This is an optimization exercise on Yosys and OpenROAD, whose aim is small area and a short achievable clock period, not a production implementation.
The RTL was checked by simulation tests, not by an equivalence proof against the original design.
Power and IR drop assume default switching activity.

## flow/config.mk

```make
export PLATFORM = sky130hd
export DESIGN_NAME = fifo_flags_top
export DESIGN_NICKNAME = fifo_flags_top
export VERILOG_FILES = /design/flow/design.v
export SDC_FILE = /design/flow/constraint.sdc
export NUM_CORES = 4
export LEC_CHECK = 0
export ABC_CLOCK_PERIOD_IN_PS = 2000
export CAP_MARGIN = 20
export CORE_MARGIN = 2
export CORE_UTILIZATION = 70
export PLACE_DENSITY = 0.8
export SETUP_SLACK_MARGIN = 1.7
export SLEW_MARGIN = 20
```

## flow/constraint.sdc

```tcl
create_clock -name core_clock -period 4.0 [get_ports {clk}]
set_input_delay 0.8000 -clock core_clock [delete_from_list [all_inputs] [get_ports {clk}]]
set_output_delay 0.8000 -clock core_clock [all_outputs]
set_load 0.01 [all_outputs]
```

## flow/design.v

```verilog
module fifo_flags_top (
  input  logic        clk,
  input  logic        rst_n,
  input  logic        winc,
  input  logic [31:0] wdata,
  input  logic        wclr_err,
  output logic        wfull,
  output logic        walmost_full,
  output logic        woverflow,
  output logic [6:0]  wlevel,
  input  logic        rinc,
  input  logic        rclr_err,
  output logic [31:0] rdata,
  output logic        rempty,
  output logic        ralmost_empty,
  output logic        runderflow,
  output logic [6:0]  rlevel
);
  async_fifo_flags #(
    .WIDTH(32), .DEPTH(64), .SYNC_STAGES(2), .AF_LEVEL(60), .AE_LEVEL(4), .FWFT(0)
  ) u_fifo (
    .wclk(clk), .rclk(clk), .rst_n(rst_n),
    .winc(winc), .wdata(wdata), .wclr_err(wclr_err),
    .wfull(wfull), .walmost_full(walmost_full), .woverflow(woverflow), .wlevel(wlevel),
    .rinc(rinc), .rclr_err(rclr_err), .rdata(rdata), .rempty(rempty),
    .ralmost_empty(ralmost_empty), .runderflow(runderflow), .rlevel(rlevel)
  );
endmodule

package async_fifo_pkg;
  localparam int SYNC_STAGES_MIN = 2;
  localparam int SYNC_STAGES_MAX = 4;
  localparam int PTR_W_MAX       = 32;
  typedef logic [PTR_W_MAX-1:0] ptr_t;
  function automatic logic [PTR_W_MAX-1:0] bin2gray(input logic [PTR_W_MAX-1:0] b);
    bin2gray = b ^ (b >> 1);
  endfunction
  function automatic logic [PTR_W_MAX-1:0] gray2bin(input logic [PTR_W_MAX-1:0] gray);
    logic [PTR_W_MAX-1:0] bin;
    bin = gray;
    for (int i = 1; i < PTR_W_MAX; i++) begin
      bin = bin ^ (gray >> i);
    end
    gray2bin = bin;
  endfunction
endpackage
module gray_ptr_sync #(
  parameter int WIDTH  = 7,
  parameter int STAGES = 2
) (
  input  logic             clk,
  input  logic             rst_n,
  input  logic [WIDTH-1:0] gray_in,
  output logic [WIDTH-1:0] gray_out
);
  logic [STAGES-1:0][WIDTH-1:0] sync_q;
  logic [STAGES-1:0][WIDTH-1:0] sync_d;
  always_comb begin
    sync_d = {sync_q[STAGES-2:0], gray_in};
  end
  always_ff @(posedge clk or negedge rst_n) begin
    if (!rst_n) begin
      sync_q <= '0;
    end else begin
      sync_q <= sync_d;
    end
  end
  assign gray_out = sync_q[STAGES-1];
endmodule
module async_fifo_flags
#(
  parameter int WIDTH       = 32,
  parameter int DEPTH       = 64,
  parameter int SYNC_STAGES = 2,
  parameter int AF_LEVEL    = DEPTH - 4,
  parameter int AE_LEVEL    = 4,
  parameter int FWFT        = 0,
  localparam int ADDR_W     = $clog2(DEPTH)
) (
  input  logic              wclk,
  input  logic              rclk,
  input  logic              rst_n,
  input  logic              winc,
  input  logic [WIDTH-1:0]  wdata,
  input  logic              wclr_err,
  output logic              wfull,
  output logic              walmost_full,
  output logic              woverflow,
  output logic [ADDR_W:0]   wlevel,
  input  logic              rinc,
  input  logic              rclr_err,
  output logic [WIDTH-1:0]  rdata,
  output logic              rempty,
  output logic              ralmost_empty,
  output logic              runderflow,
  output logic [ADDR_W:0]   rlevel
);
  localparam int PTR_W  = ADDR_W + 1;
  localparam int SYNC_N = (SYNC_STAGES < async_fifo_pkg::SYNC_STAGES_MIN) ? async_fifo_pkg::SYNC_STAGES_MIN :
                          (SYNC_STAGES > async_fifo_pkg::SYNC_STAGES_MAX) ? async_fifo_pkg::SYNC_STAGES_MAX : SYNC_STAGES;
  localparam int LAG    = SYNC_N + 1;
  localparam int LO_W   = ADDR_W / 2;
  localparam int HI_W   = ADDR_W - LO_W;
  localparam int LO_N   = 1 << LO_W;
  localparam int HI_N   = 1 << HI_W;
  localparam int LO_COPIES = (HI_N >= 4) ? 4 : HI_N;
  logic [1:0] wrst_q, rrst_q;
  logic       wrst_n, rrst_n;
  always_ff @(posedge wclk or negedge rst_n) begin
    if (!rst_n) wrst_q <= 2'b00;
    else        wrst_q <= {wrst_q[0], 1'b1};
  end
  always_ff @(posedge rclk or negedge rst_n) begin
    if (!rst_n) rrst_q <= 2'b00;
    else        rrst_q <= {rrst_q[0], 1'b1};
  end
  assign wrst_n = wrst_q[1];
  assign rrst_n = rrst_q[1];
  logic [WIDTH-1:0] mem [DEPTH];
  logic [ADDR_W-1:0] wptr_q;
  logic [PTR_W-1:0]  wlevel_q, wbase, wbase_p1, wlevel_d;
  logic              wfull_q, wfull_d, waf_q, waf_d, wovf_q, wovf_d, w_accept;
  logic [LAG-1:0]    racc_hist_q;    
  logic              r_accept;
  always_comb begin
    w_accept = winc && !wfull_q;
    wbase    = wlevel_q - PTR_W'(racc_hist_q[LAG-1]);
    wbase_p1 = wbase + PTR_W'(1);
    wlevel_d = w_accept ? wbase_p1 : wbase;
    wfull_d  = w_accept ? (wbase_p1 == PTR_W'(DEPTH))    : (wbase == PTR_W'(DEPTH));
    waf_d    = w_accept ? (wbase_p1 >= PTR_W'(AF_LEVEL)) : (wbase >= PTR_W'(AF_LEVEL));
    wovf_d   = (winc && wfull_q) ? 1'b1 : (wclr_err ? 1'b0 : wovf_q);
  end
  always_ff @(posedge wclk or negedge wrst_n) begin
    if (!wrst_n) begin
      wptr_q      <= '0;
      wlevel_q    <= '0;
      wfull_q     <= 1'b0;
      waf_q       <= 1'b0;
      wovf_q      <= 1'b0;
      racc_hist_q <= '0;
    end else begin
      wptr_q      <= wptr_q + ADDR_W'(w_accept);
      wlevel_q    <= wlevel_d;
      wfull_q     <= wfull_d;
      waf_q       <= waf_d;
      wovf_q      <= wovf_d;
      racc_hist_q <= {racc_hist_q[LAG-2:0], r_accept};
    end
  end
  always_ff @(posedge wclk) begin
    if (w_accept) mem[wptr_q] <= wdata;
  end
  logic [LO_N-1:0]  rlo_q [LO_COPIES];  
  logic [HI_N-1:0]  rhi_q;           
  logic [PTR_W-1:0] rlevel_q, rbase, rbase_m1, rlevel_d;
  logic             rempty_q, rempty_d, rae_q, rae_d, runf_q, runf_d;
  logic [LAG-1:0]   wacc_hist_q;     
  always_comb begin
    r_accept = rinc && !rempty_q;
    rbase    = rlevel_q + PTR_W'(wacc_hist_q[LAG-1]);
    rbase_m1 = rbase - PTR_W'(1);
    rlevel_d = r_accept ? rbase_m1 : rbase;
    rempty_d = r_accept ? (rbase_m1 == '0)                : (rbase == '0);
    rae_d    = r_accept ? (rbase_m1 <= PTR_W'(AE_LEVEL))  : (rbase <= PTR_W'(AE_LEVEL));
    runf_d   = (rinc && rempty_q) ? 1'b1 : (rclr_err ? 1'b0 : runf_q);
  end
  always_ff @(posedge rclk or negedge rrst_n) begin
    if (!rrst_n) begin
      for (int c = 0; c < LO_COPIES; c++) rlo_q[c] <= LO_N'(1);
      rhi_q       <= HI_N'(1);
      rlevel_q    <= '0;
      rempty_q    <= 1'b1;
      rae_q       <= 1'b1;
      runf_q      <= 1'b0;
      wacc_hist_q <= '0;
    end else begin
      if (r_accept) begin
        for (int c = 0; c < LO_COPIES; c++) rlo_q[c] <= {rlo_q[c][LO_N-2:0], rlo_q[c][LO_N-1]};
        if (rlo_q[0][LO_N-1]) rhi_q <= {rhi_q[HI_N-2:0], rhi_q[HI_N-1]};
      end
      rlevel_q    <= rlevel_d;
      rempty_q    <= rempty_d;
      rae_q       <= rae_d;
      runf_q      <= runf_d;
      wacc_hist_q <= {wacc_hist_q[LAG-2:0], w_accept};
    end
  end
  logic [WIDTH-1:0] grp_word [HI_N];
  logic [WIDTH-1:0] head_word;
  always_comb begin
    for (int g = 0; g < HI_N; g++) begin
      grp_word[g] = '0;
      for (int j = 0; j < LO_N; j++) begin
        grp_word[g] = grp_word[g] | (mem[g*LO_N + j] & {WIDTH{rlo_q[g * LO_COPIES / HI_N][j]}});
      end
    end
    head_word = '0;
    for (int g = 0; g < HI_N; g++) begin
      head_word = head_word | (grp_word[g] & {WIDTH{rhi_q[g]}});
    end
  end
  generate
    if (FWFT != 0) begin : g_fwft
      assign rdata = rempty_q ? '0 : head_word;
    end else begin : g_reg
      logic [WIDTH-1:0] rdata_q;
      always_ff @(posedge rclk or negedge rrst_n) begin
        if (!rrst_n)       rdata_q <= '0;
        else if (r_accept) rdata_q <= head_word;
      end
      assign rdata = rdata_q;
    end
  endgenerate
  assign wfull         = wfull_q;
  assign walmost_full  = waf_q;
  assign woverflow     = wovf_q;
  assign wlevel        = wlevel_q;
  assign rempty        = rempty_q;
  assign ralmost_empty = rae_q;
  assign runderflow    = runf_q;
  assign rlevel        = rlevel_q;
endmodule
```

## flow/run.sh

```bash
#!/bin/bash
# synth_recipe.tcl (not shown) runs the flow's synth.tcl, then flattens the netlist and writes it again
# the make line also repeats each setting of config.mk as NAME=value (left out here)
make -C /OpenROAD-flow-scripts/flow DESIGN_CONFIG=/design/flow/config.mk WORK_HOME=/design/flow/orfs CLKGATE_MAP_FILE= SYNTH_SCRIPT=/design/flow/synth_recipe.tcl finish
```

==> results of run 1 <==
## layer usage
metal / wire (µm) / share of wire (%) / vias to the layer above / GRT usage [%]
li1: - / - / 18800 / -
met1: 78800 / 30 / 24900 / 57.3
met2: 115000 / 44 / 6157 / 64.4
met3: 46300 / 18 / 1327 / 17.3
met4: 21600 / 8.2 / 20 / 29.2
met5: 268 / 0.10 / - / 0.0426
## stage by stage
stage	total power, mW	worst slack (ns)	hold slack (ns)	utilization [%]
final	47.7	1.17	0.133	83.5
after global routing	48.5	1.12	0.121	83.4
after CTS	47.0	1.47	0.120	82.6
after detailed placement	29.1	0.646	0.338	74.2
after global placement	29.0	0.662	0.336	74.2
after floorplan	27.6	0.966	0.331	-
## cell type report
| type | count | share of cell area [%] |
|---|---|---|
| Sequential cell | 2154 | 69.7 |
| Multi-Input combinational cell | 1813 | 15.6 |
| Timing Repair Buffer | 512 | 5.90 |
| Clock buffer | 262 | 5.65 |
| Tap cell | 1488 | 2.02 |
| Clock inverter | 96 | 0.962 |
| Inverter | 18 | 0.0787 |
| Antenna cell | 19 | 0.0515 |
## worst min-delay path by stage
stage                            end  cells after the start             start  slack (ns)
floorplan           u_fifo.rrst_q[1]                      0  u_fifo.wrst_q[0]        0.33
global placement    u_fifo.rrst_q[1]                      0  u_fifo.wrst_q[0]        0.34
detailed placement  u_fifo.rrst_q[1]                      0  u_fifo.wrst_q[0]        0.34
CTS                 u_fifo.rrst_q[1]                      1             rst_n        0.12
global route        u_fifo.rrst_q[1]                      1             rst_n        0.12
finish              u_fifo.rrst_q[1]                      1             rst_n        0.13
## sequential cells by signal (all words and copies together), names as in the netlist, 3 cells and up
register and count:
u_fifo.g_reg.rdata_q 32, u_fifo.rlo_q 32, u_fifo.rhi_q 8, u_fifo.wptr_q 6, u_fifo.racc_hist_q 3, u_fifo.wlevel_q 7
u_fifo.wacc_hist_q 3, u_fifo.rlevel_q 7, u_fifo.mem 2048
## placed cells by master, fill, tap and decap left out, drive strengths merged, types with 5 or more instances in the layout
| master | count |
|---|---|
| clkbuf | 270 |
| xnor2 | 18 |
| clkdlybuf4s15 | 18 |
| nand2b | 5 |
| clkinv | 71 |
| nand3 | 13 |
| nor2 | 80 |
| xor2 | 8 |
| inv | 27 |
| buf | 476 |
| ha | 10 |
| a22oi | 1152 |
| dfstp | 7 |
| clkdlybuf4s50 | 5 |
| nand4 | 260 |
| dfrtp | 99 |
| bufinv | 12 |
| diode | 19 |
| a41oi | 33 |
| o21ai | 7 |
| nand2 | 116 |
| edfxtp | 2048 |
| mux2 | 9 |
| a21o | 33 |
## cell families (layout without fill, tap and decap cells)
family	count (synthesis)	in the layout	synth area share (%)
flops	2154	2154	82.3
compound gates	1252	1252	12.1
simple gates	511	511	3.50
buf+inv	305	888	1.47
xor+xnor	26	26	0.302
mux	13	13	0.181
fa+ha+maj	10	10	0.160
other cells	1	20	0.00481
## power breakdown
group | total, mW | internal, mW | switching (mW)
Combinational | 3.30 | 0.976 | 2.33
Sequential | 26.0 | 25.6 | 0.446
Clock | 18.4 | 9.96 | 8.40
## repair_timing
item,CTS,global route
cloned,10,1
resized for setup,478,111
setup endpoints to repair,1548,845
buffers inserted,146,50
pin swaps,121,103
==> impl_metrics.tcl, run 1 <==
set metrics [dict create \
    endpoint "u_fifo.g_reg.rdata_q[14]" \
    die_h_um 338 \
    maxCapViolCount 0 \
    fin_nets 4745 \
    synth.avg_cell_area_um2 18.3 \
    path_max_fanout 7 \
    post-synth-top-count-cell "edfxtp_1" \
    nFillCells 4557 \
    synth_edf_count 2048 \
    cp-start-kind "flop" \
    ys.flop_type "edfxtp_1" \
    coreArea_um2 111000 \
    path_cells "buf_4 > buf_4 > buf_6 > a22oi_2 > nand4_1 > a22oi_2 > a41oi_2 > a21o_1" \
    finalNonFillerCells 6362 \
    ios 90 \
    period_minus_slack_ns 2.83 \
    clk_latency_ns 0.85 \
    portBuffers 89 \
    synthArstFlopShare_pct 4.92 \
    ctsHoldBuffers 0 \
    status "failed layout checks" \
    finalInstanceArea_um2 92300 \
    worstMarginPinSlew_ns 1.28 \
    synth_cell_types 58 \
    drt_iter0_drc 11800 \
    grt_pass1_wl_um 351000 \
    worstSetupPathDepth 8 \
    clock_tree.buffer_depth 3 \
    syn_inst 4272 \
    drtPass1Iterations 9 \
    synth_top_area_cell "edfxtp_1" \
    cts-buffers-inserted 198 \
    end_kind "flop" \
    tns_ns 0 \
    rsz0062_at_grt "yes" \
    min_period_over_period_pct 70.9 \
    max_freq_mhz 353 \
    post_drt_wl_per_cell_um 41.2 \
    r2r_end "u_fifo.g_reg.rdata_q[14]" \
    ys_ff_latch 2154 \
    start_util_pct 70.5 \
    area_growth_pct 18.3 \
    h-tree-depth 4 \
    critPathKind "flop to flop" \
    regArea_um2 64300 \
    antenna_found_initial 26 \
    arrival_ns 3.56 \
    dp_hpwl_um 131000 \
    netlist_top_cells_area "edfxtp_1 79%, a22oi_1 11%, dfrtp_1 3.2%" \
    check.faults "antenna violations" \
    skew_ns 0.0343 \
    cp_top_family "compound AO/OA/AOI/OAI gates" \
    cellLeakagePower_nw 29.1 \
    grt_max_degree 88 \
    row_count 122 \
    cp.required_ns 4.73 \
    synth_nets 4320 \
    hold_class "input pin to async pin" \
    grt_pass1_vias 47700 \
    num_vias 51200 \
    vias_per_cell 8.05 \
    cpMaxStageDelayCell "a22oi_2" \
    grt-ovfl-total 0 \
    drt_wl_total_um 262000 \
    synth_seq_area_share_pct 82.3 \
    place_inst 5778 \
    grt_usage_pct 44.7 \
    multi_input_area_um2 14400 \
    gp_congestion 0.962 \
    root_buffer "clkbuf_16" \
    slowest_delay_ns 0.65 \
    synth_area_um2 78000 \
    drcViolationCount 0 \
    drive_gt1_share_pct 22.9 \
    ant_nets 1 \
    cts.sinks 2154 \
    rrSetupSlack_ns 1.17 \
    worst_r2r_path_depth 8 \
    die_w_um 338 \
    setup_violations 0 \
    synth_top_area_share_pct 78.9 \
    synthTopCellsByCount "2048 x edfxtp_1, 1152 x a22oi_1, 260 x nand4_1" \
    relSlewSlack_pct 15.0 \
    r2r-start "u_fifo.rlo_q[3][3]" \
    place_area_um2 82000 \
    ir_drop_mv 0.523 \
    finalHoldViolCount 0 \
    ys.warnings.count 3 \
    die_area_um2 114000 \
    worst-path-buf-inv 3 \
    cts_tree "done" \
    slew_violations 0 \
    clkTransAtPathRegs_ns 0.06 \
    power_density_nw_per_um2 517 \
    cp-startpoint "u_fifo.rlo_q[3][3]" \
]
==> run 2: changes to the inputs <==
==> flow/config.mk (replaced) <==
export PLATFORM = sky130hd
export DESIGN_NAME = fifo_flags_top
export DESIGN_NICKNAME = fifo_flags_top
export VERILOG_FILES = /design/flow/design.v
export SDC_FILE = /design/flow/constraint.sdc
export NUM_CORES = 4
export LEC_CHECK = 0
export CAP_MARGIN = 20
export CORE_MARGIN = 2
export CORE_UTILIZATION = 60
export CTS_CLUSTER_DIAMETER = 100
export CTS_CLUSTER_SIZE = 25
export PLACE_DENSITY = 0.7
export SETUP_SLACK_MARGIN = 1.75
export SLEW_MARGIN = 20
export TNS_END_PERCENT = 20
==> impl_metrics.tcl, run 2 <==
set metrics [dict create \
    clock_tree.buffer_depth 3 \
    synth_cell_types 58 \
    maxCapViolCount 0 \
    area_growth_pct 13.6 \
    drcViolationCount 0 \
    dp_hpwl_um 134000 \
    final_cell_mix "2048 x edfxtp_1, 1048 x a22oi_1, 260 x nand4_1" \
    power_density_nw_per_um2 457 \
    synth_top_area_cell "edfxtp_1" \
    root_buffer "clkbuf_16" \
    gp_congestion 0.959 \
    end_kind "flop" \
    vias_per_cell 7.18 \
    clkTransAtPathRegs_ns 0.10 \
    ios 90 \
    final_common_cell "edfxtp_1" \
    synth.avg_cell_area_um2 18.3 \
    synth_nets 4320 \
    antenna_found_initial 17 \
    syn_inst 4272 \
    synth_seq_area_share_pct 82.3 \
    period_minus_slack_ns 2.62 \
    worst_r2r_path_depth 7 \
    endpoint "u_fifo.g_reg.rdata_q[3]" \
    status "no timing/DRC/antenna violations" \
    setup_violations 0 \
    relSlewSlack_pct 19.1 \
    finalHoldViolCount 0 \
    ant_nets 0 \
    coreArea_um2 129000 \
    synth_area_um2 78000 \
    grt_max_degree 95 \
    drt_iter0_drc 7465 \
    synthArstFlopShare_pct 4.92 \
    worstMarginPinSlew_ns 1.21 \
    grt_usage_pct 34.8 \
    arrival_ns 3.28 \
    die_h_um 364 \
    ys.warnings.count 3 \
    grt_pass1_wl_um 323000 \
    ir_drop_mv 0.497 \
    slew_violations 0 \
    h-tree-depth 3 \
    cp.required_ns 4.65 \
    cts_tree "done" \
    hold_class "flop to async pin" \
    critPathKind "flop to flop" \
    row_count 132 \
    ys_ff_latch 2154 \
    drtPass1Iterations 6 \
    cts.sinks 2154 \
    hold_ws_ns 0.169 \
    skew_ns 0.0541 \
    min_period_over_period_pct 65.6 \
    die_w_um 364 \
    r2r_end "u_fifo.g_reg.rdata_q[3]" \
    regMostFlops "u_fifo.mem" \
    synth_edf_count 2048 \
    largest_reg_flops 2048 \
    post_drt_wl_per_cell_um 36.5 \
    grt-ovfl-total 0 \
    start_util_pct 60.3 \
    portBuffers 89 \
    clk_latency_ns 0.79 \
    netlist_top_cells_area "edfxtp_1 79%, a22oi_1 11%, dfrtp_1 3.2%" \
    cp-startpoint "u_fifo.rlo_q[0][2]" \
    rrSetupSlack_ns 1.38 \
    post-synth-top-count-cell "edfxtp_1" \
    path_max_fanout 15 \
    synth_top_area_share_pct 78.9 \
    r2r-start "u_fifo.rlo_q[0][2]" \
    reg_top3 "u_fifo.mem: 2048 flops, u_fifo.g_reg.rdata_q: 32 flops, u_fifo.rlo_q: 32 flops" \
    cts-buffers-inserted 96 \
    drive_gt1_share_pct 18.8 \
    cellLeakagePower_nw 27.4 \
    fin_nets 4627 \
    rsz0062_at_grt "yes" \
    tns_ns 0 \
    cp-start-kind "flop" \
    num_vias 45900 \
    die_area_um2 133000 \
    p_total_mw 40.4 \
    ys.flop_type "edfxtp_1" \
    grt_pass1_vias 42400 \
    drt_wl_total_um 233000 \
    max_freq_mhz 381 \
    synthTopCellsByCount "2048 x edfxtp_1, 1152 x a22oi_1, 260 x nand4_1" \
]
## run 2: critical path: stages, from the launching register on
cell and delay, ns:
dfrtp_4 0.58, buf_12 0.18, buf_6 0.17, a22oi_1 0.19, nand4_1 0.59, a22oi_2 0.41, a41oi_2 0.16, a21o_1 0.20
## run 2: per-stage QoR
stage	instances	worst slack [ns]	area [µm²]	util, %
final	6395	1.38	88600	68.5
after global routing	6390	1.44	88600	68.5
after CTS	6348	1.43	87800	67.9
after detailed placement	6032	0.519	82500	63.8
after global placement	6032	0.551	82500	63.8
after floorplan	4272	0.966	78100	-
## run 2: power breakdown
part,internal (mW),leakage (nW),switching [mW],total [mW]
sequential,25.6,19.7,0.328,25.9
combinational,0.947,6.31,2.22,3.16
clock,4.72,1.34,6.68,11.4
total,31.2,27.4,9.23,40.4
## run 2: how the worst min path moves through the flow
stage / startpoint / endpoint / slack [ns]
2_1_floorplan: u_fifo.wrst_q[0] / u_fifo.rrst_q[1] / 0.33
3_3_place_gp: u_fifo.rrst_q[1] / u_fifo.wlevel_q[0] / 0.17
3_5_place_dp: u_fifo.rrst_q[1] / u_fifo.wlevel_q[0] / 0.17
4_1_cts: rst_n / u_fifo.wrst_q[0] / 0.16
5_1_grt: rst_n / u_fifo.rrst_q[1] / 0.17
6_report: u_fifo.rrst_q[1] / u_fifo.wlevel_q[4] / 0.17
## run 2: kinds of logic (layout without fill, tap and decap cells)
group	count (synthesis)	count (layout)	synth area share, %
adder cells (fa/ha/maj)	10	10	0.160
flip-flops	2154	2154	82.3
XOR/XNOR	26	26	0.302
AO/OA/AOI/OAI	1252	1252	12.1
buffers and inverters	305	680	1.47
AND/OR/NAND/NOR	511	512	3.50
multiplexers	13	13	0.181
other	1	6	0.00481
## run 2: per-layer routing
layer,global-route usage [%],wire [µm]
met1,48.4,84300
met2,52.1,106000
met3,9.77,30400
met5,1.16,253
met4,15.3,12000
## run 2: cell type report
class	count	area [µm²]
Antenna cell	5	12.5
Fill cell	8160	40700
Tap cell	1742	2180
Timing Repair Buffer	495	5250
Multi-Input combinational cell	1814	13900
Inverter	18	76.3
Sequential cell	2154	64300
Clock inverter	9	131
Clock buffer	158	2680
## run 2: repair_timing
item                       in CTS  in global routing
pin swaps                     101                 22
setup endpoints to repair    1478               1277
gates resized for setup       420                 72
buffers inserted              141                 38
hold buffers                    0                  0
cloned                          8                  4
==> run 3: changes to the inputs <==
--- a/flow/config.mk
+++ b/flow/config.mk
@@ -9,8 +9,8 @@
 export CORE_MARGIN = 2
 export CORE_UTILIZATION = 60
 export CTS_CLUSTER_DIAMETER = 100
-export CTS_CLUSTER_SIZE = 25
+export CTS_CLUSTER_SIZE = 30
+export GPL_ROUTABILITY_DRIVEN = 0
 export PLACE_DENSITY = 0.7
 export SETUP_SLACK_MARGIN = 1.75
 export SLEW_MARGIN = 20
-export TNS_END_PERCENT = 20
==> impl_metrics.tcl, run 3 <==
set metrics [dict create \
    setup_ws_ns 1.58 \
    wl_met1_um 85900 \
    ios 90 \
    cts-buffers-inserted 81 \
    post_drt_wl_per_cell_um 37.4 \
    cts_tree "done" \
    ctsHoldBuffers 0 \
    fin_nets 4653 \
    p_total_mw 39.7 \
    row_count 132 \
    syn_inst 4272 \
    drt_wl_total_um 239000 \
    top_layer_used "met5" \
    synth_top_area_share_pct 78.9 \
    clock_tree.buffer_depth 3 \
    grt_max_degree 105 \
    wl_met2_um 109000 \
    ys_ff_latch 2154 \
    num_vias 46700 \
    min_period_over_period_pct 60.5 \
    h-tree-depth 3 \
    grt_pass1_vias 42100 \
    drtPass1Iterations 6 \
    wl_met3_um 33600 \
    tns_ns 0 \
    dp_slack_ns 0.672 \
    synth_nets 4320 \
    worstMarginPinSlew_ns 1.29 \
    finish.utilization_pct 69.3 \
    skew_ns 0.0448 \
    critPathKind "flop to flop" \
    synthArstFlopShare_pct 4.92 \
    setup_violations 0 \
    arrival_ns 3.02 \
    start_util_pct 60.3 \
    synth.avg_cell_area_um2 18.3 \
    path_max_fanout 10 \
    period_minus_slack_ns 2.42 \
    die_h_um 364 \
    slew_violations 0 \
    portBuffers 89 \
    slowest_delay_ns 0.65 \
    max_freq_mhz 413 \
    synth_seq_area_share_pct 82.3 \
    ys.flop_type "edfxtp_1" \
    nFillCells 8022 \
    rrSetupSlack_ns 1.58 \
    root_buffer "clkbuf_16" \
    finalInstanceArea_um2 89600 \
    drt_iter0_drc 8584 \
    antenna_found_initial 15 \
    synth_area_um2 78000 \
    vias_per_cell 7.30 \
    cts.sinks 2154 \
    coreArea_um2 129000 \
    post-synth-top-count-cell "edfxtp_1" \
    hold_class "input pin to async pin" \
    dp_hpwl_um 132000 \
    synth_top_area_cell "edfxtp_1" \
    cp.required_ns 4.60 \
    die_w_um 364 \
    end_kind "flop" \
    final_common_cell "edfxtp_1" \
    synthTopCellsByCount "2048 x edfxtp_1, 1152 x a22oi_1, 260 x nand4_1" \
    cp-start-kind "flop" \
    clkTransAtPathRegs_ns 0.11 \
    relSlewSlack_pct 14.3 \
    final_cell_mix "2048 x edfxtp_1, 938 x a22oi_1, 260 x nand4_1" \
    grt_pass1_wl_um 327000 \
    clk_latency_ns 0.74 \
    ir_drop_mv 0.357 \
    ys.warnings.count 3 \
    synth_edf_count 2048 \
    maxCapViolCount 0 \
    drive_gt1_share_pct 21.9 \
    finalHoldViolCount 0 \
    rsz0062_at_grt "yes" \
    largest_reg_flops 2048 \
    cpMaxStageDelayCell "a22oi_2" \
    synth_cell_types 58 \
    drcViolationCount 0 \
    path_cells "buf_4 > a22oi_1 > nand4_1 > a22oi_2 > a41oi_2 > a21o_1" \
    netlist_top_cells_area "edfxtp_1 79%, a22oi_1 11%, dfrtp_1 3.2%" \
    ant_nets 0 \
    cellLeakagePower_nw 27.5 \
    status "no timing/DRC/antenna violations" \
    die_area_um2 133000 \
    area_growth_pct 14.9 \
    power_density_nw_per_um2 443 \
    place_area_um2 82400 \
    regMostFlops "u_fifo.mem" \
    grt-ovfl-total 0 \
    grt_usage_pct 35.3 \
    reg_top3 "u_fifo.mem: 2048 flops, u_fifo.g_reg.rdata_q: 32 flops, u_fifo.rlo_q: 32 flops" \
]
-- run 3: where the power goes --
group / leakage (nW) / switching [mW] / internal [mW] / total, mW
clock: 1.11 / 6.45 / 3.99 / 10.4
sequential: 19.7 / 0.355 / 25.6 / 25.9
combinational: 6.71 / 2.30 / 1.05 / 3.35
total: 27.5 / 9.10 / 30.6 / 39.7
-- run 3: cell families after synthesis --
group | Yosys count | share of synthesized area, %
xor gates and xnor gates | 26 | 0.302
AOI/OAI and AO/OA | 1252 | 12.1
and+or+nand+nor | 511 | 3.50
muxes | 13 | 0.181
buffers and inverters | 305 | 1.47
other | 1 | 0.00481
DFF | 2154 | 82.3
adders and majority gates | 10 | 0.160
-- run 3: stage by stage --
step,cells,hold WS [ns]
4_1_cts,6322,0.215
3_3_place_gp,6021,0.333
6_report,6406,0.237
2_1_floorplan,4272,0.331
5_1_grt,6399,0.237
3_5_place_dp,6021,0.336
-- run 3: path summary, 6_finish.rpt --
path                                           end             startpoint  depth (start not counted)
max in group asynchronous       u_fifo.rlo_q[1][7]       u_fifo.rrst_q[1]                          1
min reg2reg                     u_fifo.rlo_q[3][2]       u_fifo.rrst_q[1]                          1
min                               u_fifo.wrst_q[0]                  rst_n                          1
max reg2reg                u_fifo.g_reg.rdata_q[3]     u_fifo.rlo_q[0][6]                          6
min in group core_clock      u_fifo.wacc_hist_q[2]  u_fifo.wacc_hist_q[1]                          0
max                        u_fifo.g_reg.rdata_q[3]     u_fifo.rlo_q[0][6]                          6
-- run 3: worst max-delay path: cells and delay by family, from the launching register on --
family                 cells  cell delay [ns]
AOI/OAI and AO/OA          4             1.20
DFF                        1             0.58
and+or+nand+nor            1             0.26
buffers and inverters      1             0.23
-- run 3: final cells by class --
| class | instances | area (µm²) | area share [%] |
|---|---|---|---|
| flip-flops and latches | 2154 | 64300 | 71.8 |
| multi-input cells | 1813 | 14700 | 16.4 |
| repair buffers | 537 | 5970 | 6.67 |
| clock buffers | 131 | 2280 | 2.54 |
| well taps | 1742 | 2180 | 2.43 |
| inverters | 18 | 72.6 | 0.0810 |
| clock inverters | 4 | 30.0 | 0.0335 |
| diodes | 7 | 17.5 | 0.0196 |
-- run 3: what timing repair did --
item	4_1_cts	5_1_grt
buffers inserted	160	66
gates cloned	6	10
resized for setup	423	256
hold endpoints to repair	0	0
setup endpoints to repair	1453	1055
pin swaps	95	184
-- run 3: layer usage --
metal,vias up,track usage [%]
met5,-,0.944
met4,10,14.7
met3,480,8.53
met2,3815,52.4
met1,23900,50.8
li1,18500,-
==> run 4: changes to the inputs <==
--- a/flow/config.mk
+++ b/flow/config.mk
@@ -10,7 +10,6 @@
 export CORE_UTILIZATION = 60
 export CTS_CLUSTER_DIAMETER = 100
 export CTS_CLUSTER_SIZE = 30
-export GPL_ROUTABILITY_DRIVEN = 0
 export PLACE_DENSITY = 0.7
-export SETUP_SLACK_MARGIN = 1.75
+export SETUP_SLACK_MARGIN = 1.5
 export SLEW_MARGIN = 20
==> impl_metrics.tcl, run 4 <==
set metrics [dict create \
    start_util_pct 60.3 \
    synth_mux_area_share_pct 0.181 \
    netlist_top_cells_area "edfxtp_1 79%, a22oi_1 11%, dfrtp_1 3.2%" \
    ios 90 \
    skew_ns 0.0445 \
    area_growth_pct 11.2 \
    regMostFlops "u_fifo.mem" \
    dp_hpwl_um 135000 \
    regArea_um2 64300 \
    grt_max_degree 77 \
    worstMarginPinSlew_ns 1.28 \
    portBuffers 89 \
    h-tree-depth 3 \
    clkTransAtPathRegs_ns 0.12 \
    slew_violations 0 \
    finalHoldViolCount 0 \
    synth_cell_types 58 \
    die_area_um2 133000 \
    row_count 132 \
    cts-buffers-inserted 83 \
    vias_per_cell 7.20 \
    grt_usage_pct 33.8 \
    relSlewSlack_pct 14.8 \
    cts.sinks 2154 \
    path_max_fanout 18 \
    clk_latency_ns 0.75 \
    end_kind "flop" \
    synth_nets 4320 \
    setup_violations 0 \
    drt_wl_total_um 230000 \
    drtPass1Iterations 10 \
    cts_tree "done" \
    synth_edf_count 2048 \
    drcViolationCount 0 \
    maxCapViolCount 0 \
    final_common_cell "edfxtp_1" \
    ant_nets 0 \
    cp.required_ns 4.68 \
    synth_top_area_cell "edfxtp_1" \
    synth-simple-area-share_pct 3.50 \
    synth-adder-area-share_pct 0.160 \
    ctsHoldBuffers 0 \
    synthTopCellsByCount "2048 x edfxtp_1, 1152 x a22oi_1, 260 x nand4_1" \
    drt_iter0_drc 7581 \
    synth_seq_area_share_pct 82.3 \
    min_period_over_period_pct 65.6 \
    cellLeakagePower_nw 26.8 \
    post-synth-top-count-cell "edfxtp_1" \
    rsz0062_at_grt "yes" \
    critPathKind "flop to flop" \
    coreArea_um2 129000 \
    multi_input_area_um2 13600 \
    drive_gt1_share_pct 15.6 \
    status "no timing/DRC/antenna violations" \
    finish.utilization_pct 67.0 \
    gp_congestion 0.982 \
    synth-compound-area-share_pct 12.1 \
    arrival_ns 3.30 \
    ys_ff_latch 2154 \
    die_h_um 364 \
    synth_top_area_share_pct 78.9 \
    reg_top3 "u_fifo.mem: 2048 flops, u_fifo.g_reg.rdata_q: 32 flops, u_fifo.rlo_q: 32 flops" \
    synth.avg_cell_area_um2 18.3 \
    r2r_end "u_fifo.g_reg.rdata_q[15]" \
    cp-start-kind "flop" \
    largest_reg_flops 2048 \
    synth_area_um2 78000 \
    fin_nets 4550 \
    nFillCells 8426 \
    root_buffer "clkbuf_16" \
    r2r-start "u_fifo.rhi_q[4]" \
    die_w_um 364 \
    antenna_found_initial 13 \
    num_vias 45400 \
    rrSetupSlack_ns 1.38 \
    ys.warnings.count 3 \
    clock_tree.buffer_depth 3 \
    syn_inst 4272 \
    tns_ns 0 \
    synth_xor_area_share_pct 0.302 \
    synthArstFlopShare_pct 4.92 \
    hold_class "flop to async pin" \
    period_minus_slack_ns 2.62 \
    grt_pass1_vias 41900 \
    final_cell_mix "2048 x edfxtp_1, 1089 x a22oi_1, 269 x buf_4" \
    power_density_nw_per_um2 456 \
    post_drt_wl_per_cell_um 36.4 \
    worst_r2r_path_depth 4 \
    synth_top_family_by_area "compound AO/OA/AOI/OAI gates" \
    ys.flop_type "edfxtp_1" \
    ir_drop_mv 0.396 \
    grt_pass1_wl_um 315000 \
    grt-ovfl-total 0 \
    max_freq_mhz 381 \
]
==> run 4: cell families after synthesis <==
family          after synthesis
compound gates             1252
xor+xnor                     26
fa+ha+maj                    10
buf+inv                     305
flops                      2154
mux                          13
other cells                   1
simple gates                511
==> run 4: final cells by class <==
| class | instances | share of cell area, % |
|---|---|---|
| diodes | 2 | 0.00577 |
| clock inverters | 11 | 0.150 |
| well taps | 1742 | 2.51 |
| inverters | 18 | 0.0852 |
| multi-input cells | 1813 | 15.7 |
| clock buffers | 131 | 2.63 |
| flip-flops and latches | 2154 | 74.2 |
| repair buffers | 432 | 4.68 |
==> run 4: worst max-delay path: stages, from the launching register on <==
cell     delay [ns]
dfrtp_1        1.16
buf_4          0.54
a22oi_1        0.12
a41oi_1        0.59
a21o_1         0.14
==> run 4: metal layers <==
metal,wire [µm],GRT usage (%),up-vias
li1,-,-,18300
met1,83900,47.8,23400
met2,106000,51.5,3312
met3,30200,8.79,381
met4,9340,12.0,16
met5,328,1.31,-
==> run 4: through the flow <==
step                      area [µm²]  instances  setup slack, ns  total power [mW]  hold slack (ns)
final                          86700       6303             1.38              39.5            0.220
after global routing           86700       6301             1.45              40.4            0.218
after CTS                      85600       6220             1.42              39.4            0.196
after detailed placement       82300       6034            0.684              29.1            0.236
after global placement         82300       6034            0.715              29.0            0.233
after floorplan                78100       4272            0.951              27.6            0.331
==> run 4: power breakdown <==
part           total [mW]  switching [mW]  internal [mW]
clock                10.6            6.56           4.06
sequential           25.9           0.345           25.6
combinational        2.98            2.14          0.846
==> run 4: how the worst max path moves through the flow <==
stage                       startpoint  cells after the start  slack (ns)                       end
detailed placement                winc                      7        0.68        u_fifo.mem[28][31]
global placement                  winc                      7        0.71        u_fifo.mem[20][21]
floorplan                         winc                      4        0.95         u_fifo.mem[60][0]
finish                 u_fifo.rhi_q[4]                      4        1.38  u_fifo.g_reg.rdata_q[15]
global route        u_fifo.rlo_q[3][6]                      6        1.45  u_fifo.g_reg.rdata_q[26]
CTS                 u_fifo.rlo_q[0][3]                      6        1.42   u_fifo.g_reg.rdata_q[3]
==> run 4: what timing repair did <==
action	CTS	global route
setup buffers	44	81
resized for setup	152	58
pin swaps	18	30
setup endpoints to repair	505	662
endpoints found under the hold margin	0	0
==> run 5: changes to the inputs <==
--- a/flow/config.mk
+++ b/flow/config.mk
@@ -9,7 +9,7 @@
 export CORE_MARGIN = 2
 export CORE_UTILIZATION = 60
 export CTS_CLUSTER_DIAMETER = 100
-export CTS_CLUSTER_SIZE = 30
+export CTS_CLUSTER_SIZE = 28
 export PLACE_DENSITY = 0.7
-export SETUP_SLACK_MARGIN = 1.5
+export SETUP_SLACK_MARGIN = 1.62
 export SLEW_MARGIN = 20
==> impl_metrics.tcl, run 5 <==
set metrics [dict create \
    end_kind "flop" \
    p_switching_mw 9.03 \
    die_h_um 364 \
    p_sw_share_pct 22.7 \
    cp.required_ns 4.69 \
    largest_reg_flops 2048 \
    period_minus_slack_ns 2.44 \
    final_cell_mix "2048 x edfxtp_1, 1083 x a22oi_1, 260 x nand4_1" \
    ys.flop_type "edfxtp_1" \
    portBuffers 89 \
    p_int_mw 30.7 \
    ys_ff_latch 2154 \
    path_max_fanout 19 \
    p_total_mw 39.7 \
    synth_edf_count 2048 \
    slowest_delay_ns 1.27 \
    synth_top_area_cell "edfxtp_1" \
    clock_tree.buffer_depth 3 \
    power.share.clock_pct 27.0 \
    max_freq_mhz 410 \
    setup_violations 0 \
    gp_congestion 0.992 \
    ys.warnings.count 3 \
    status "no timing/DRC/antenna violations" \
    antenna_found_initial 16 \
    cpMaxStageDelayCell "dfrtp_1" \
    grt_max_degree 80 \
    post-synth-top-count-cell "edfxtp_1" \
    skew_ns 0.0353 \
    cts-buffers-inserted 86 \
    coreArea_um2 129000 \
    slew_violations 0 \
    synth.avg_cell_area_um2 18.3 \
    synthArstFlopShare_pct 4.92 \
    p_comb_share_pct 7.8 \
    arrival_ns 3.13 \
    drt_iter0_drc 7915 \
    h-tree-depth 3 \
    regMostFlops "u_fifo.mem" \
    synth_area_um2 78000 \
    num_vias 45300 \
    finalHoldViolCount 0 \
    area_growth_pct 11.3 \
    ios 90 \
    grt_pass1_vias 41200 \
    ctsHoldBuffers 0 \
    fin_nets 4519 \
    hold_class "input pin to async pin" \
    cts_tree "done" \
    synthTopCellsByCount "2048 x edfxtp_1, 1152 x a22oi_1, 260 x nand4_1" \
    min_period_over_period_pct 61.0 \
    rsz0062_at_grt "yes" \
    start_util_pct 60.3 \
    cellLeakagePower_nw 26.5 \
    ir_drop_mv 0.441 \
    synth_top_area_share_pct 78.9 \
    power_density_nw_per_um2 458 \
    maxCapViolCount 0 \
    syn_inst 4272 \
    cp-start-kind "flop" \
    grt_pass1_wl_um 312000 \
    drt_wl_total_um 229000 \
    relSlewSlack_pct 8.67 \
    synth_seq_area_share_pct 82.3 \
    reg_top3 "u_fifo.mem: 2048 flops, u_fifo.g_reg.rdata_q: 32 flops, u_fifo.rlo_q: 32 flops" \
    clk_latency_ns 0.75 \
    dp_hpwl_um 133000 \
    ant_nets 0 \
    row_count 132 \
    seq_power_share_pct 65.2 \
    root_buffer "clkbuf_16" \
    die_w_um 364 \
    vias_per_cell 7.21 \
    grt_usage_pct 33.6 \
    hold_ws_ns 0.214 \
    drcViolationCount 0 \
    die_area_um2 133000 \
    synth_cell_types 58 \
    final_common_cell "edfxtp_1" \
    tns_ns 0 \
    netlist_top_cells_area "edfxtp_1 79%, a22oi_1 11%, dfrtp_1 3.2%" \
    nFillCells 8307 \
    cts.sinks 2154 \
    clkTransAtPathRegs_ns 0.11 \
    critPathKind "flop to flop" \
    worstMarginPinSlew_ns 1.37 \
    synth_nets 4320 \
    drive_gt1_share_pct 15.3 \
    path_cells "buf_4 > a22oi_2 > a41oi_1 > a21o_1" \
    grt-ovfl-total 0 \
    post_drt_wl_per_cell_um 36.5 \
    drtPass1Iterations 6 \
]
==> run 5: cell count changes in the layout (fill, tap and decap cells not counted), sizes merged <==
cell / previous run / this run
buf: 374 / 338
clkbuf: 132 / 143
clkdlybuf4s15: 0 / 20
clkdlybuf4s50: 18 / 5
clkinvlp: 1 / 0
diode: 2 / 7
dlymetal6s2s: 8 / 1
inv: 27 / 22
==> run 5: power by group through the flow <==
stage	Combinational [mW]	Clock, mW	Sequential [mW]
after floorplan	1.32	0	26.3
after detailed placement	2.67	0	26.5
after CTS	2.90	10.7	25.9
after global routing	3.27	11.4	26.0
final	3.10	10.7	25.9
after global placement	2.61	0	26.4
==> run 5: path summary, 6_finish.rpt <==
path / from / end / slack [ns] / cells past startpoint
max: u_fifo.rhi_q[1] / u_fifo.g_reg.rdata_q[3] / 1.56 / 4
min: rst_n / u_fifo.rrst_q[1] / 0.21 / 1
max reg2reg: u_fifo.rhi_q[1] / u_fifo.g_reg.rdata_q[3] / 1.56 / 4
min reg2reg: u_fifo.wrst_q[0] / u_fifo.rrst_q[1] / 0.36 / 0
max in group asynchronous: u_fifo.rrst_q[1] / u_fifo.rlo_q[0][7] / 2.42 / 1
min in group core_clock: u_fifo.wrst_q[0] / u_fifo.rrst_q[1] / 0.36 / 0
==> run 5: routing by layer <==
layer | vias to the layer above | track usage (%) | part of all wire [%]
met5 | - | 0 | 0.032
met2 | 3362 | 49.6 | 45
met4 | 10 | 12.3 | 4.3
li1 | 18200 | - | -
met1 | 23300 | 49.2 | 37
met3 | 372 | 8.51 | 14
==> run 5: area by class of cell <==
type	instances	area (µm²)	share of cell area, %
tap	1742	2180	2.51
antenna	7	17.5	0.0202
clock inverter	5	38.8	0.0447
inverter	18	72.6	0.0836
timing repair buffer	398	4010	4.62
clock buffer	140	2420	2.79
multi-input combinational	1813	13700	15.8
sequential	2154	64300	74.1
==> run 5: stage by stage <==
step                      cell area [µm²]  worst slack (ns)  cells  util (%)
after CTS                           85800              1.45   6211      66.4
after global routing                86800              1.57   6270      67.1
after global placement              82400             0.440   6022      63.7
final                               86800              1.56   6277      67.1
after floorplan                     78200             0.966   4272         -
after detailed placement            82400             0.425   6022      63.7
==> run 5: cells by family after synthesis <==
kind of cell	after synthesis	share of synthesized area, %
other	1	0.00481
XOR/XNOR	26	0.302
flip-flops	2154	82.3
AO/OA/AOI/OAI	1252	12.1
multiplexers	13	0.181
buffers and inverters	305	1.47
adder cells (fa/ha/maj)	10	0.160
AND/OR/NAND/NOR	511	3.50
==> run 5: what timing repair did <==
item	in CTS	in global routing
hold endpoints to repair	0	0
resized for setup	208	59
pin swaps	19	28
setup buffers	44	59
endpoints found under the setup margin	772	596
==> run 5: critical path: cells and delay by family, from the launching register on <==
| kind | cells | cell delay, ns |
|---|---|---|
| buffers and inverters | 1 | 0.46 |
| AOI/OAI and AO/OA | 3 | 0.65 |
| DFF | 1 | 1.27 |
==> run 6: changes to the inputs <==
--- a/flow/config.mk
+++ b/flow/config.mk
@@ -7,9 +7,9 @@
 export LEC_CHECK = 0
 export CAP_MARGIN = 20
 export CORE_MARGIN = 2
-export CORE_UTILIZATION = 60
+export CORE_UTILIZATION = 55
 export CTS_CLUSTER_DIAMETER = 100
-export CTS_CLUSTER_SIZE = 28
-export PLACE_DENSITY = 0.7
-export SETUP_SLACK_MARGIN = 1.62
+export CTS_CLUSTER_SIZE = 30
+export PLACE_DENSITY = 0.65
+export SETUP_SLACK_MARGIN = 1.75
 export SLEW_MARGIN = 20
==> impl_metrics.tcl, run 6 <==
set metrics [dict create \
    arrival_ns 3.21 \
    dp_hpwl_um 133000 \
    h-tree-depth 3 \
    cpMostUsedCell "a22oi_2" \
    grt_pass1_vias 42200 \
    synth_top_area_share_pct 78.9 \
    synth_edf_count 2048 \
    cellLeakagePower_nw 27.2 \
    grt_max_degree 65 \
    num_vias 45500 \
    dp_slack_ns 0.621 \
    drt_iter0_drc 7215 \
    drcViolationCount 0 \
    hold_class "input pin to async pin" \
    coreArea_um2 141000 \
    gp_congestion 1.06 \
    ys_ff_latch 2154 \
    cp_top_family "compound AO/OA/AOI/OAI gates" \
    end_kind "flop" \
    cts_tree "done" \
    grt_usage_pct 32.2 \
    grt_pass1_wl_um 329000 \
    area_growth_pct 14.0 \
    synth_cell_types 58 \
    drtPass1Iterations 6 \
    clock_tree.buffer_depth 3 \
    ys.warnings.count 3 \
    skew_ns 0.0531 \
    clkTransAtPathRegs_ns 0.12 \
    final_cell_mix "2048 x edfxtp_1, 1027 x a22oi_1, 260 x nand4_1" \
    synth_seq_area_share_pct 82.3 \
    ctsHoldBuffers 0 \
    vias_per_cell 7.00 \
    cp.required_ns 4.66 \
    min_period_over_period_pct 63.7 \
    netlist_top_cells_area "edfxtp_1 79%, a22oi_1 11%, dfrtp_1 3.2%" \
    maxCapViolCount 0 \
    power_density_nw_per_um2 449 \
    tns_ns 0 \
    die_w_um 381 \
    ir_drop_mv 0.340 \
    slowest_delay_ns 0.61 \
    clk_latency_ns 0.76 \
    max_freq_mhz 393 \
    setup_violations 0 \
    grt-ovfl-total 0 \
    die_h_um 381 \
    cts.sinks 2154 \
    path_max_fanout 10 \
    worstMarginPinSlew_ns 1.11 \
    place_area_um2 82800 \
    drive_gt1_share_pct 19.3 \
    die_area_um2 145000 \
    critPathKind "flop to flop" \
    ios 90 \
    syn_inst 4272 \
    post_drt_wl_per_cell_um 36.4 \
    path_cells "buf_6 > buf_12 > a22oi_2 > nand4_1 > a22oi_2 > a41oi_2 > a21o_1" \
    worst-path-buf-inv 2 \
    cts-buffers-inserted 82 \
    finalInstanceArea_um2 88900 \
    finalHoldViolCount 0 \
    post-synth-top-count-cell "edfxtp_1" \
    setup_ws_ns 1.45 \
    antenna_found_initial 13 \
    synth_nets 4320 \
    cp-start-kind "flop" \
    start_util_pct 55.3 \
    ys.flop_type "edfxtp_1" \
    slew_violations 0 \
    synth_top_area_cell "edfxtp_1" \
    synth_area_um2 78000 \
    final_common_cell "edfxtp_1" \
    relSlewSlack_pct 25.9 \
    synthArstFlopShare_pct 4.92 \
    rsz0062_at_grt "yes" \
    largest_reg_flops 2048 \
    row_count 138 \
    ant_nets 0 \
    portBuffers 89 \
    fin_nets 4607 \
    status "no timing/DRC/antenna violations" \
    synthTopCellsByCount "2048 x edfxtp_1, 1152 x a22oi_1, 260 x nand4_1" \
    root_buffer "clkbuf_16" \
    regMostFlops "u_fifo.mem" \
    reg_top3 "u_fifo.mem: 2048 flops, u_fifo.g_reg.rdata_q: 32 flops, u_fifo.rlo_q: 32 flops" \
    cpMaxStageDelayCell "a22oi_2" \
    drt_wl_total_um 237000 \
    period_minus_slack_ns 2.55 \
    synth.avg_cell_area_um2 18.3 \
]
[run 6: cell counts after synthesis]
No cell type changed its count.
[run 6: final timing paths]
| kind | start | endpoint | slack (ns) | depth (start not counted) |
|---|---|---|---|---|
| min in group core_clock | u_fifo.wrst_q[0] | u_fifo.rrst_q[1] | 0.36 | 0 |
| setup / recovery | u_fifo.rlo_q[0][2] | u_fifo.g_reg.rdata_q[17] | 1.45 | 7 |
| max in group asynchronous | u_fifo.rrst_q[1] | u_fifo.rempty_q | 2.67 | 1 |
| hold / removal | rst_n | u_fifo.rrst_q[1] | 0.23 | 1 |
| setup reg to reg | u_fifo.rlo_q[0][2] | u_fifo.g_reg.rdata_q[17] | 1.45 | 7 |
| hold reg to reg | u_fifo.wrst_q[0] | u_fifo.rrst_q[1] | 0.36 | 0 |
[run 6: timing repair]
action	in CTS	in global routing
endpoints found under the setup margin	1114	833
pin swaps	106	73
buffers inserted	146	37
gates cloned	9	0
gates resized for setup	458	105
[run 6: routing by layer]
metal	track usage, %	share of wire [%]	vias up
li1	-	-	18400
met3	7.30	12	366
met4	12.2	4.0	8
met2	48.8	46	3036
met1	46.1	38	23700
met5	0	0.021	-
[run 6: stage by stage]
step / hold WS [ns] / instances / total power [mW] / utilization [%]
final: 0.227 / 6510 / 39.9 / 63.0
after global routing: 0.216 / 6503 / 40.9 / 63.0
after CTS: 0.188 / 6466 / 39.7 / 62.4
after detailed placement: 0.338 / 6173 / 29.3 / 58.7
after global placement: 0.335 / 6173 / 29.2 / 58.7
after floorplan: 0.331 / 4272 / 27.7 / -
[run 6: report_power, final]
group	switching, mW	internal [mW]
Sequential	0.339	25.6
Combinational	2.29	1.08
Clock	6.54	4.10
Total	9.17	30.7
[run 6: cell type report]
cell class | instances | area (µm²)
inverters | 18 | 73.8
repair buffers | 490 | 5520
well taps | 1890 | 2360
clock buffers | 135 | 2340
diodes | 7 | 17.5
clock inverters | 3 | 57.6
fillers | 9783 | 52200
multi-input cells | 1813 | 14200
flip-flops and latches | 2154 | 64300
[run 6: kinds of logic after synthesis]
| kind of cell | count (synthesis) | synth area share, % |
|---|---|---|
| AOI/OAI and AO/OA | 1252 | 12.1 |
| buffers and inverters | 305 | 1.47 |
| and+or+nand+nor | 511 | 3.50 |
| DFF | 2154 | 82.3 |
| other | 1 | 0.00481 |
| muxes | 13 | 0.181 |
| xor gates and xnor gates | 26 | 0.302 |
| adders and majority gates | 10 | 0.160 |
==> run 7: changes to the inputs <==
--- a/flow/config.mk
+++ b/flow/config.mk
@@ -7,9 +7,9 @@
 export LEC_CHECK = 0
 export CAP_MARGIN = 20
 export CORE_MARGIN = 2
-export CORE_UTILIZATION = 55
+export CORE_UTILIZATION = 63
 export CTS_CLUSTER_DIAMETER = 100
 export CTS_CLUSTER_SIZE = 30
-export PLACE_DENSITY = 0.65
+export PLACE_DENSITY = 0.72
 export SETUP_SLACK_MARGIN = 1.75
 export SLEW_MARGIN = 20
==> impl_metrics.tcl, run 7 <==
set metrics [dict create \
    synthTopCellsByCount "2048 x edfxtp_1, 1152 x a22oi_1, 260 x nand4_1" \
    worstMarginPinSlew_ns 1.17 \
    synth_cell_types 58 \
    cp.required_ns 4.64 \
    root_buffer "clkbuf_16" \
    min_period_over_period_pct 60.1 \
    regMostFlops "u_fifo.mem" \
    die_area_um2 127000 \
    setup_violations 0 \
    relSlewSlack_pct 22.2 \
    synth_edf_count 2048 \
    num_vias 46600 \
    h-tree-depth 3 \
    final_cell_mix "2048 x edfxtp_1, 1007 x a22oi_1, 260 x nand4_1" \
    cellLeakagePower_nw 27.3 \
    post-synth-top-count-cell "edfxtp_1" \
    grt_pass1_vias 42600 \
    multi_input_area_um2 14200 \
    synth_top_area_share_pct 78.9 \
    finish.utilization_pct 71.8 \
    synth_mux_area_share_pct 0.181 \
    nFillCells 7275 \
    grt_pass1_wl_um 324000 \
    slew_violations 0 \
    dp_hpwl_um 135000 \
    gp_congestion 0.992 \
    maxCapViolCount 0 \
    synth_xor_area_share_pct 0.302 \
    regArea_um2 64300 \
    status "no timing/DRC/antenna violations" \
    ant_nets 0 \
    antenna_found_initial 13 \
    grt-ovfl-total 0 \
    arrival_ns 3.04 \
    vias_per_cell 7.40 \
    ir_drop_mv 0.425 \
    synth.avg_cell_area_um2 18.3 \
    synth_seq_area_share_pct 82.3 \
    synth_top_area_cell "edfxtp_1" \
    largest_reg_flops 2048 \
    ys_ff_latch 2154 \
    max_freq_mhz 416 \
    clkTransAtPathRegs_ns 0.11 \
    synthArstFlopShare_pct 4.92 \
    fin_nets 4640 \
    drt_wl_total_um 236000 \
    drtPass1Iterations 6 \
    cp-start-kind "flop" \
    netlist_top_cells_area "edfxtp_1 79%, a22oi_1 11%, dfrtp_1 3.2%" \
    synth-compound-area-share_pct 12.1 \
    end_kind "flop" \
    cts_tree "done" \
    start_util_pct 63.2 \
    tns_ns 0 \
    path_max_fanout 2 \
    synth-simple-area-share_pct 3.50 \
    skew_ns 0.0523 \
    cts.sinks 2154 \
    drt_iter0_drc 8591 \
    grt_max_degree 66 \
    post_drt_wl_per_cell_um 37.6 \
    ys.warnings.count 3 \
    synth_top_family_by_area "compound AO/OA/AOI/OAI gates" \
    drive_gt1_share_pct 20.2 \
    area_growth_pct 13.6 \
    rsz0062_at_grt "yes" \
    drcViolationCount 0 \
    coreArea_um2 123000 \
    portBuffers 89 \
    grt_usage_pct 36.7 \
    die_w_um 356 \
    critPathKind "flop to flop" \
    row_count 129 \
    cts-buffers-inserted 81 \
    die_h_um 356 \
    ys.flop_type "edfxtp_1" \
    reg_top3 "u_fifo.mem: 2048 flops, u_fifo.g_reg.rdata_q: 32 flops, u_fifo.rlo_q: 32 flops" \
    hold_class "input pin to async pin" \
    synth-adder-area-share_pct 0.160 \
    ctsHoldBuffers 0 \
    finalHoldViolCount 0 \
    clock_tree.buffer_depth 3 \
    ios 90 \
    period_minus_slack_ns 2.40 \
    synth_area_um2 78000 \
    power_density_nw_per_um2 449 \
    final_common_cell "edfxtp_1" \
    syn_inst 4272 \
    clk_latency_ns 0.75 \
    synth_nets 4320 \
]
==> run 7: cell counts after synthesis <==
No cell type changed its count.
==> run 7: path summary, 6_finish.rpt <==
path	from	to	slack [ns]	cells after the start
worst max register to register	u_fifo.rlo_q[2][2]	u_fifo.g_reg.rdata_q[19]	1.60	7
max in group asynchronous	u_fifo.rrst_q[1]	u_fifo.rlo_q[1][7]	2.59	1
worst min register to register	u_fifo.wacc_hist_q[1]	u_fifo.wacc_hist_q[2]	0.36	0
worst min-delay path	rst_n	u_fifo.rrst_q[1]	0.22	1
min in group core_clock	u_fifo.wacc_hist_q[1]	u_fifo.wacc_hist_q[2]	0.36	0
worst max-delay path	u_fifo.rlo_q[2][2]	u_fifo.g_reg.rdata_q[19]	1.60	7
==> run 7: cell type report <==
class	count	share of cell area [%]
flip-flops and latches	2154	72.6
multi-input cells	1813	16.1
clock buffers	131	2.62
repair buffers	524	6.25
inverters	18	0.0819
diodes	8	0.0226
clock inverters	3	0.0240
well taps	1637	2.31
==> run 7: worst max-delay path: stages, from the launching register on <==
cell,delay (ns)
dfrtp_4,0.52
buf_12,0.15
buf_6,0.13
a22oi_1,0.19
nand4_1,0.29
a22oi_2,0.47
a41oi_1,0.32
a21o_1,0.24
==> run 7: routing by layer <==
| layer | vias up | global-route usage, % | wire (µm) |
|---|---|---|---|
| li1 | 18500 | - | - |
| met1 | 23700 | 52.4 | 83600 |
| met2 | 3916 | 53.8 | 106000 |
| met3 | 470 | 10.3 | 34600 |
| met4 | 6 | 16.1 | 12300 |
| met5 | - | 0.113 | 33 |
==> run 7: through the flow <==
stage | total power, mW | hold slack [ns] | std cells | instance area (µm²) | worst slack [ns]
final | 39.8 | 0.222 | 6288 | 88600 | 1.60
after global routing | 40.7 | 0.229 | 6282 | 88600 | 1.63
after CTS | 39.5 | 0.205 | 6208 | 87000 | 1.52
after detailed placement | 29.3 | 0.336 | 5928 | 82500 | 0.834
after global placement | 29.2 | 0.334 | 5928 | 82500 | 0.878
after floorplan | 27.7 | 0.331 | 4272 | 78200 | 0.966
==> run 7: logic make-up (layout without fill, tap and decap cells) <==
kind of cell / count (synthesis) / count (layout)
other: 1 / 9
AOI/OAI and AO/OA: 1252 / 1252
muxes: 13 / 13
buffers and inverters: 305 / 676
xor gates and xnor gates: 26 / 26
and+or+nand+nor: 511 / 511
adders and majority gates: 10 / 10
DFF: 2154 / 2154
==> run 7: power by group <==
| part | switching [mW] | internal, mW | leakage, nW |
|---|---|---|---|
| sequential | 0.366 | 25.5 | 19.7 |
| clock | 6.42 | 4.06 | 1.12 |
| combinational | 2.31 | 1.07 | 6.52 |
==> run 7: what timing repair did <==
action                     4_1_cts  5_1_grt
cloned                           1        4
pin swaps                       79      112
setup buffers                  145       67
setup endpoints to repair     1156      846
resized for setup              354      188
==> run 8: changes to the inputs <==
--- a/flow/config.mk
+++ b/flow/config.mk
@@ -7,9 +7,9 @@
 export LEC_CHECK = 0
 export CAP_MARGIN = 20
 export CORE_MARGIN = 2
-export CORE_UTILIZATION = 63
+export CORE_UTILIZATION = 60
 export CTS_CLUSTER_DIAMETER = 100
 export CTS_CLUSTER_SIZE = 30
-export PLACE_DENSITY = 0.72
+export PLACE_DENSITY = 0.7
 export SETUP_SLACK_MARGIN = 1.75
 export SLEW_MARGIN = 20
==> impl_metrics.tcl, run 8 <==
set metrics [dict create \
    regMostFlops "u_fifo.mem" \
    h-tree-depth 3 \
    grt_pass1_wl_um 327000 \
    coreArea_um2 129000 \
    hold_class "input pin to async pin" \
    tns_ns 0 \
    p_comb_share_pct 8.4 \
    cellLeakagePower_nw 27.5 \
    synthArstFlopShare_pct 4.92 \
    status "no timing/DRC/antenna violations" \
    syn_inst 4272 \
    ant_nets 0 \
    relSlewSlack_pct 14.3 \
    synth_mux_area_share_pct 0.181 \
    area_growth_pct 14.9 \
    max_freq_mhz 413 \
    grt_max_degree 105 \
    num_vias 46700 \
    setup_violations 0 \
    final_common_cell "edfxtp_1" \
    synth_seq_area_share_pct 82.3 \
    drcViolationCount 0 \
    end_kind "flop" \
    finalInstanceArea_um2 89600 \
    synth_xor_area_share_pct 0.302 \
    netlist_top_cells_area "edfxtp_1 79%, a22oi_1 11%, dfrtp_1 3.2%" \
    grt_usage_pct 35.3 \
    maxCapViolCount 0 \
    die_area_um2 133000 \
    reg_top3 "u_fifo.mem: 2048 flops, u_fifo.g_reg.rdata_q: 32 flops, u_fifo.rlo_q: 32 flops" \
    power_density_nw_per_um2 443 \
    synth_nets 4320 \
    largest_reg_flops 2048 \
    finalHoldViolCount 0 \
    cts-buffers-inserted 81 \
    synth-simple-area-share_pct 3.50 \
    ios 90 \
    clk_latency_ns 0.74 \
    fin_nets 4653 \
    period_minus_slack_ns 2.42 \
    p_switching_mw 9.10 \
    start_util_pct 60.3 \
    final_cell_mix "2048 x edfxtp_1, 938 x a22oi_1, 260 x nand4_1" \
    regArea_um2 64300 \
    clkTransAtPathRegs_ns 0.11 \
    synth_top_family_by_area "compound AO/OA/AOI/OAI gates" \
    vias_per_cell 7.30 \
    synth_top_area_share_pct 78.9 \
    ctsHoldBuffers 0 \
    grt_pass1_vias 42100 \
    p_int_mw 30.6 \
    rsz0062_at_grt "yes" \
    min_period_over_period_pct 60.5 \
    synth-compound-area-share_pct 12.1 \
    synth_edf_count 2048 \
    dp_hpwl_um 132000 \
    seq_power_share_pct 65.3 \
    slew_violations 0 \
    p_total_mw 39.7 \
    synth_area_um2 78000 \
    grt-ovfl-total 0 \
    synth-adder-area-share_pct 0.160 \
    clock_tree.buffer_depth 3 \
    power.share.clock_pct 26.3 \
    setup_ws_ns 1.58 \
    die_w_um 364 \
    hold_ws_ns 0.237 \
    skew_ns 0.0448 \
    ir_drop_mv 0.357 \
    antenna_found_initial 15 \
    drt_iter0_drc 8584 \
    drt_wl_total_um 239000 \
    arrival_ns 3.02 \
    synth.avg_cell_area_um2 18.3 \
    ys.warnings.count 3 \
    drtPass1Iterations 6 \
    nFillCells 8022 \
    cp-start-kind "flop" \
    synth_cell_types 58 \
    cts_tree "done" \
    ys_ff_latch 2154 \
    post_drt_wl_per_cell_um 37.4 \
    worstMarginPinSlew_ns 1.29 \
    die_h_um 364 \
    multi_input_area_um2 14700 \
    path_max_fanout 10 \
    root_buffer "clkbuf_16" \
    synthTopCellsByCount "2048 x edfxtp_1, 1152 x a22oi_1, 260 x nand4_1" \
    dp_slack_ns 0.672 \
    synth_top_area_cell "edfxtp_1" \
    post-synth-top-count-cell "edfxtp_1" \
    place_area_um2 82400 \
    gp_congestion 0.971 \
    cp.required_ns 4.60 \
    row_count 132 \
    cts.sinks 2154 \
    portBuffers 89 \
    drive_gt1_share_pct 21.9 \
    critPathKind "flop to flop" \
    p_sw_share_pct 22.9 \
    ys.flop_type "edfxtp_1" \
]
-- run 8: cell types whose count changed in the layout (fill, tap and decap cells not counted), sizes merged --
cell,before,now
clkdlybuf4s15,7,8
inv,19,21
clkinv,2,1
dlymetal6s2s,1,0
bufbuf,1,2
diode,8,7
clkbuf,136,143
buf,493,495
dlygate4sd2,12,15
-- run 8: metrics by stage --
step           cells  utilization [%]
4_1_cts         6322             67.7
3_5_place_dp    6021             63.8
6_report        6406             69.3
2_1_floorplan   4272                -
3_3_place_gp    6021             63.8
5_1_grt         6399             69.2
-- run 8: what timing repair did --
item / 4_1_cts / 5_1_grt
resized for setup: 423 / 256
gates cloned: 6 / 10
setup buffers: 160 / 66
pin swaps: 95 / 184
setup endpoints to repair: 1453 / 1055
-- run 8: cell type report --
type | instances | area share, %
flip-flops and latches | 2154 | 71.8
clock buffers | 131 | 2.54
inverters | 18 | 0.0810
well taps | 1742 | 2.43
multi-input cells | 1813 | 16.4
clock inverters | 4 | 0.0335
repair buffers | 537 | 6.67
diodes | 7 | 0.0196
-- run 8: power groups by stage --
stage | logic, mW | registers [mW] | clock network (mW)
floorplan | 1.38 | 26.3 | 0
global placement | 2.73 | 26.5 | 0
detailed placement | 2.79 | 26.5 | 0
CTS | 3.15 | 25.9 | 10.4
global route | 3.51 | 26.0 | 11.1
finish | 3.35 | 25.9 | 10.4
-- run 8: worst paths after layout --
| check | start | endpoint | slack (ns) | depth (start not counted) |
|---|---|---|---|---|
| hold reg to reg | u_fifo.rrst_q[1] | u_fifo.rlo_q[3][2] | 0.31 | 1 |
| setup reg to reg | u_fifo.rlo_q[0][6] | u_fifo.g_reg.rdata_q[3] | 1.58 | 6 |
| min in group core_clock | u_fifo.wacc_hist_q[1] | u_fifo.wacc_hist_q[2] | 0.37 | 0 |
| hold / removal | rst_n | u_fifo.wrst_q[0] | 0.24 | 1 |
| setup / recovery | u_fifo.rlo_q[0][6] | u_fifo.g_reg.rdata_q[3] | 1.58 | 6 |
| max in group asynchronous | u_fifo.rrst_q[1] | u_fifo.rlo_q[1][7] | 2.90 | 1 |
-- run 8: kinds of logic after synthesis --
group | after synthesis
flops | 2154
compound gates | 1252
simple gates | 511
buf+inv | 305
xor+xnor | 26
mux | 13
fa+ha+maj | 10
other cells | 1
-- run 8: metal layers --
| layer | GRT usage [%] | part of all wire (%) |
|---|---|---|
| met1 | 50.8 | 36 |
| met2 | 52.4 | 45 |
| met3 | 8.53 | 14 |
| met4 | 14.7 | 4.7 |
| met5 | 0.944 | 0.027 |
-- run 8: critical path, cell delays in order (launching register included) --
cell	delay (ns)
dfrtp_4	0.58
buf_4	0.23
a22oi_1	0.16
nand4_1	0.26
a22oi_2	0.65
a41oi_2	0.21
a21o_1	0.18

## re-timing with driven ports
The results above use ideal ports. As a check the final layouts listed here were re-extracted and re-timed, cells and wires unchanged. Step 1 assumes that a clkbuf_16 drives the clock port and a buf_2 every other input. Step 2 adds t to the input delays and takes it off the output delays; t is the mean of the earliest and latest rising clock arrival at the registers after step 1. Input paths then give back, and output paths get back, about the clock's delay inside the block. Three values: ideal, step 1, step 2; two values: the first two.
| run | shift t [ns] | slack for setup (ns) | worst setup path after step 2 | worst register clock-pin slew, ns |
|---|---|---|---|---|
| run 1 | 0.911 | 1.165 / 1.165 / 0.808 | input to register | 0.08 / 0.08 |
| run 2 | 0.845 | 1.377 / 1.377 / 0.850 | input to register | 0.10 / 0.10 |
| run 3 | 0.798 | 1.581 / 1.581 / 1.018 | input to register | 0.12 / 0.12 |
| run 4 | 0.803 | 1.377 / 1.377 / 0.792 | input to register | 0.12 / 0.12 |
| run 5 | 0.807 | 1.561 / 1.551 / 0.819 | input to register | 0.11 / 0.11 |
| run 6 | 0.826 | 1.453 / 1.453 / 1.010 | input to register | 0.12 / 0.12 |
| run 7 | 0.807 | 1.598 / 1.598 / 1.002 | input to register | 0.12 / 0.12 |
| run 8 | 0.798 | 1.581 / 1.581 / 1.018 | input to register | 0.12 / 0.12 |
For run 5, which loses most, drivers alone change the setup slack by -0.010 ns; drivers and shift together by -0.742 ns.
